What follows belongs to an exercise in optimizing a design on an open flow for small area, a short achievable clock period and few clock cycles per item; a production flow would make more cautious choices.
Only simulation tests tie the RTL to the original design; equivalence was not proved.
Power and IR drop assume default switching activity.

## circle_mask_rect_generator_unit
module circle_mask_rect_generator_unit (
  input  logic         clk,
  input  logic         rst_n,
  input  logic         in_valid,
  output logic         in_ready,
  input  logic [7:0]   in_row,
  output logic         out_valid,
  input  logic         out_ready,
  output logic [8:0]   out_x_left,
  output logic [7:0]   out_y_top,
  output logic [8:0]   out_x_right,
  output logic [7:0]   out_y_bottom,
  output logic         out_last_of_batch,
  input  logic         cfg_valid,
  output logic         cfg_ready,
  input  logic [1:0]   cfg_index,
  input  logic [13:0]  cfg_data
);
clock: 8.0 ns
lec_check: 0
abc_area: 1
cap_margin: 5
core_margin: 2
core_utilization: 40
setup_slack_margin: 3.5
slew_margin: 5
run.sh (not shown) runs the stock make flow with config.mk's settings and CLKGATE_MAP_FILE= SYNTH_SCRIPT=/design/flow/synth_recipe.tcl, a recipe that flattens the netlist after the stock synthesis.
Testbench counts at the start, summed over its fixed seeds: cycles 18,297, rows 11,528.
Rerun with:
Settings changed: ABC_AREA 1 to default, CAP_MARGIN 5 to 20, SLEW_MARGIN 5 to 20.
The new run went through all stages and came out clean.
Final area is higher by 0.50%.
Global-route usage is higher by 0.89 points.
Synthesized cell count is lower by 14%.
Via count is lower by 4.6%.
Routed wire length is higher by 5.0%.
Utilization stays flat.
Combinational power is lower by 24%.
Non-clock buffer count is lower by 5.
Total power is lower by 7.3%.
Register-to-register slack got worse by 70 ps.
Rerun with:
Settings changed: CTS_CLUSTER_DIAMETER from default to 100, CTS_CLUSTER_SIZE from default to 40.
Result: The new run ran to the end with no violations. Routed wire length decreases by about 1.2%. Worst hold slack improves by 28 ps. Via count decreases by 0.45%. Design area decreases by about 1.7%. Worst setup slack degrades by 29 ps. Count of clock-buffer cells in the layout decreases by 25. Synthesized area does not change. Total power decreases by 15%. Final cell count decreases by about 0.6%. Utilization decreases by 0.81 points. Critical path depth is unchanged.

* * *

Starting RTL as in the previous note.
==> flow/config.mk <==
export PLATFORM = sky130hd
export DESIGN_NAME = circle_mask_rect_generator_unit
export DESIGN_NICKNAME = circle_mask_rect_generator_unit
export VERILOG_FILES = /design/flow/design.v
export SDC_FILE = /design/flow/constraint.sdc
export NUM_CORES = 4
export LEC_CHECK = 0
export CAP_MARGIN = 20
export CORE_MARGIN = 2
export CORE_UTILIZATION = 40
export CTS_BUF_LIST = sky130_fd_sc_hd__clkbuf_4 sky130_fd_sc_hd__clkbuf_8
export CTS_CLUSTER_SIZE = 30
export SETUP_SLACK_MARGIN = 3.5
export SLEW_MARGIN = 20
==> flow/constraint.sdc <==
create_clock -name core_clock -period 8.0 [get_ports {clk}]
set_input_delay 1.6000 -clock core_clock [delete_from_list [all_inputs] [get_ports {clk}]]
set_output_delay 1.6000 -clock core_clock [all_outputs]
set_load 0.01 [all_outputs]
The starting point produced a clean layout.
Testbench counts at the start, summed over its fixed seeds: cycles 18,297, rows 11,528.
Rerun with:
CTS_BUF_LIST = not set   (was sky130_fd_sc_hd__clkbuf_4 sky130_fd_sc_hd__clkbuf_8)
CTS_CLUSTER_SIZE = not set   (was 30)
SETUP_SLACK_MARGIN = not set   (was 3.5)
What happened: The changed run finished with timing, DRC and antenna clean; clock-buffer cell count falls by 37; worst setup slack got worse by 1.4 ns; final cell count falls by 3.9%; global-route usage falls by 0.86 points.
Rerun with:
SETUP_SLACK_MARGIN = 4.5   (was not set)
Result: The new run finished clean; die area stays the same; via count climbs by about 5%; total power rose by about 3.5%; sequential share of layout area came out lower by 3.3 points; register-to-register slack is better by 1.3 ns; routed wire length rose by 7.6%; cell area came out higher by 13%; area after synthesis stays the same.
Rerun with:
SETUP_SLACK_MARGIN = 4.0   (was 4.5)
Outcome:
- flip-flop and latch count does not change
- die area is unchanged
- worst setup slack gets worse by 0.071 ns
- count of clock-buffer cells in the layout goes up by 10
- via count goes down by 1.1%
- final area goes down by 2.8%
- worst hold slack gets worse by 0.011 ns
- global-route usage goes down by 0.62 points
- synthesized area does not change
- fmax goes down by 1.4%
- clock skew goes down by 0.0044 ns
Rerun with:
SETUP_SLACK_MARGIN = 3.5   (was 4.0)
TNS_END_PERCENT = 20   (was not set)
Result: The new run produced a clean layout. Design area fell by a few percent. Fmax is about the same. Routed wire length fell by a few percent. Total power rose slightly. Global-route usage fell by 0.26 points. Cell count fell slightly. Utilization fell by 2.1 points. Sequential power stays flat.

* * *

Starting RTL as in the previous note.
clock: 8.0 ns
lec_check: 0
abc_area: 1
cap_margin: 20
core_margin: 2
core_utilization: 40
setup_slack_margin: 3.25
slew_margin: 20
The starting point finished clean.
Testbench counts at the start, summed over its fixed seeds: cycles 18,297, rows 11,528.
Change:
Settings changed: ABC_AREA 1 to default, CORE_UTILIZATION 40 to 55, SETUP_SLACK_MARGIN 3.25 to 3.5.
Result: Die area falls by 26%. Critical path depth increases by 11. Setup slack got worse by 260 ps. Sequential cell count is unchanged. Synthesized cell count came out lower by 14%. Via count went down by 1.7%. Synthesized area went up by 1.2%. Routed wire length grows by 6.9%. Final area grows by 3.2%. Sequential power went down by about 2%. Final cell count drops by 16%.
Change:
Settings changed: CORE_UTILIZATION 55 to 40, SETUP_SLACK_MARGIN 3.5 to 3.0.
After rerunning: The changed run finished clean; non-clock buffer count went down by 47; first-iteration DRC count went down by 7.7%; clock skew came out higher by 21 ps.
Change:
Settings changed: PLACE_DENSITY from default to 0.8, SETUP_SLACK_MARGIN 3.0 to 3.5.
Total power goes down by 2.2%.
Synthesized cell count stays the same.
Sequential cell count is unchanged.
Global-route usage goes down by 1.3 points.
Worst hold slack loses 48 ps.
Final area goes up by 1.6%.

* * *

== build 9 ==
Starting RTL as in the previous note.
Design circle_mask_rect_generator_unit, start of the top module:
module circle_mask_rect_generator_unit (
  input  logic         clk,
  input  logic         rst_n,
  input  logic         in_valid,
  output logic         in_ready,
  input  logic [7:0]   in_row,
  output logic         out_valid,
  input  logic         out_ready,
  output logic [8:0]   out_x_left,
  output logic [7:0]   out_y_top,
  output logic [8:0]   out_x_right,
  output logic [7:0]   out_y_bottom,
  output logic         out_last_of_batch,
  input  logic         cfg_valid,
  output logic         cfg_ready,
  input  logic [1:0]   cfg_index,
  input  logic [13:0]  cfg_data
);
make LEC_CHECK=0 ABC_AREA=1 CAP_MARGIN=20 CORE_MARGIN=2 CORE_UTILIZATION=40 SETUP_SLACK_MARGIN=4.0 SLEW_MARGIN=20 finish   # period 8.0 ns
Testbench counts of build 9, summed over its fixed seeds: cycles 18,297, rows 11,528.
## Diff of input files: build 15 against build 9
-- flow/config.mk --
<<< build 9, line 10
export CORE_MARGIN = 2
export CORE_UTILIZATION = 40
export SETUP_SLACK_MARGIN = 4.0
export SLEW_MARGIN = 20
>>> build 15, line 10
export CORE_MARGIN = 2
export CORE_UTILIZATION = 40
export SETUP_SLACK_MARGIN = 3.0
export SLEW_MARGIN = 20
--- outcome ---
Of build 15 and build 9, it is build 15 that has the higher worst reg-to-reg path cell count. On shortest clock period the worst path allows after layout: between build 9 and build 15, it ends up higher for build 15. Build 9 vs build 15, library cell contributing the largest single delay on the critical path: sky130_fd_sc_hd__edfxtp_1 vs sky130_fd_sc_hd__clkdlybuf4s50_1. Summary of build 15 over build 9: sequential share of layout area now sits higher; global-route met3 utilization rose by 0.18 points. Build 9 ended up with reg -> reg as its path type of the worst setup path; build 15 ended up with in -> out.
Edits applied to the flow inputs when going from build 15 to build 3:
-- flow/config.mk --
<<< build 15, line 10
export CORE_MARGIN = 2
export CORE_UTILIZATION = 40
export SETUP_SLACK_MARGIN = 3.0
export SLEW_MARGIN = 20
>>> build 3, line 10
export CORE_MARGIN = 2
export CORE_UTILIZATION = 40
export SETUP_SLACK_MARGIN = 3.5
export SLEW_MARGIN = 20
==> notes.md <==
- Build 15 -> build 3: count of clock-buffer cells in the layout decreased by more than 10%
- Est. power | build 3 vs build 15 | build 3 lower
- Standby leakage power ends up higher on build 3.
- On build 3: power density relative to cell area is 3.0% lower than what build 15 gave.
- As far as final wirelength is concerned, build 3 and build 15 perform about the same.
- Build 3: met3 usage 0.32 points below build 15
- Taking build 15 as the reference, in build 3 first-pass GRT wire length lower; worst hold slack after final layout higher.
- Looking at critical path start-end classification, the in -> out result is from build 15; the in -> reg one comes from build 3.

afterwards: timing with drivers on the ports:
Ports are ideal in the flow. The routed layouts listed here were re-timed in OpenROAD. Step 1, drivers: a clkbuf_16 drives clk and a buf_2 each remaining input, both assumed. Step 2, shift: input delay + t, output delay - t, t = (earliest + latest rising clock arrival at the registers) / 2. This alone moves slack from input paths to output paths. Three values: ideal, step 1, step 2; two values: the first two.
| run | shift t [ns] | setup WS [ns] | slew at the worst register clock pin (ns) |
|---|---|---|---|
| the first run of note 1 | 0.641 | 3.256 / 3.256 / 2.754 | 0.06 / 0.06 |
| the second run of note 1 | 0.627 | 3.162 / 3.167 / 2.541 | 0.06 / 0.06 |
| the third run of note 1 | 0.608 | 3.133 / 3.133 / 2.600 | 0.12 / 0.12 |
| the first run of note 2 | 0.700 | 3.154 / 3.154 / 2.624 | 0.07 / 0.07 |
| the second run of note 2 | 0.611 | 1.736 / 1.769 / 1.157 | 0.06 / 0.06 |
| the third run of note 2 | 0.619 | 3.158 / 3.158 / 2.545 | 0.06 / 0.06 |
| the fourth run of note 2 | 0.615 | 3.088 / 3.092 / 2.478 | 0.06 / 0.06 |
| the fifth run of note 2 | 0.617 | 3.092 / 3.077 / 2.460 | 0.06 / 0.06 |
| the first run of note 3 | 0.635 | 3.255 / 3.221 / 2.686 | 0.06 / 0.06 |
| the second run of note 3 | 0.611 | 2.994 / 3.000 / 2.389 | 0.06 / 0.06 |
| the third run of note 3 | 0.612 | 3.086 / 3.065 / 2.480 | 0.07 / 0.07 |
| the fourth run of note 3 | 0.603 | 3.166 / 3.162 / 2.558 | 0.06 / 0.06 |
| build 9 | 0.637 | 3.367 / 3.317 / 2.768 | 0.06 / 0.06 |
| build 15 | 0.635 | 3.159 / 3.122 / 2.564 | 0.06 / 0.06 |
| build 3 | 0.637 | 3.376 / 3.377 / 2.780 | 0.06 / 0.06 |
After both steps every run listed still meets setup and hold. The setup slack of the fifth run of note 2, which loses most, moves by -0.015 ns with the drivers and by -0.632 ns with both steps.
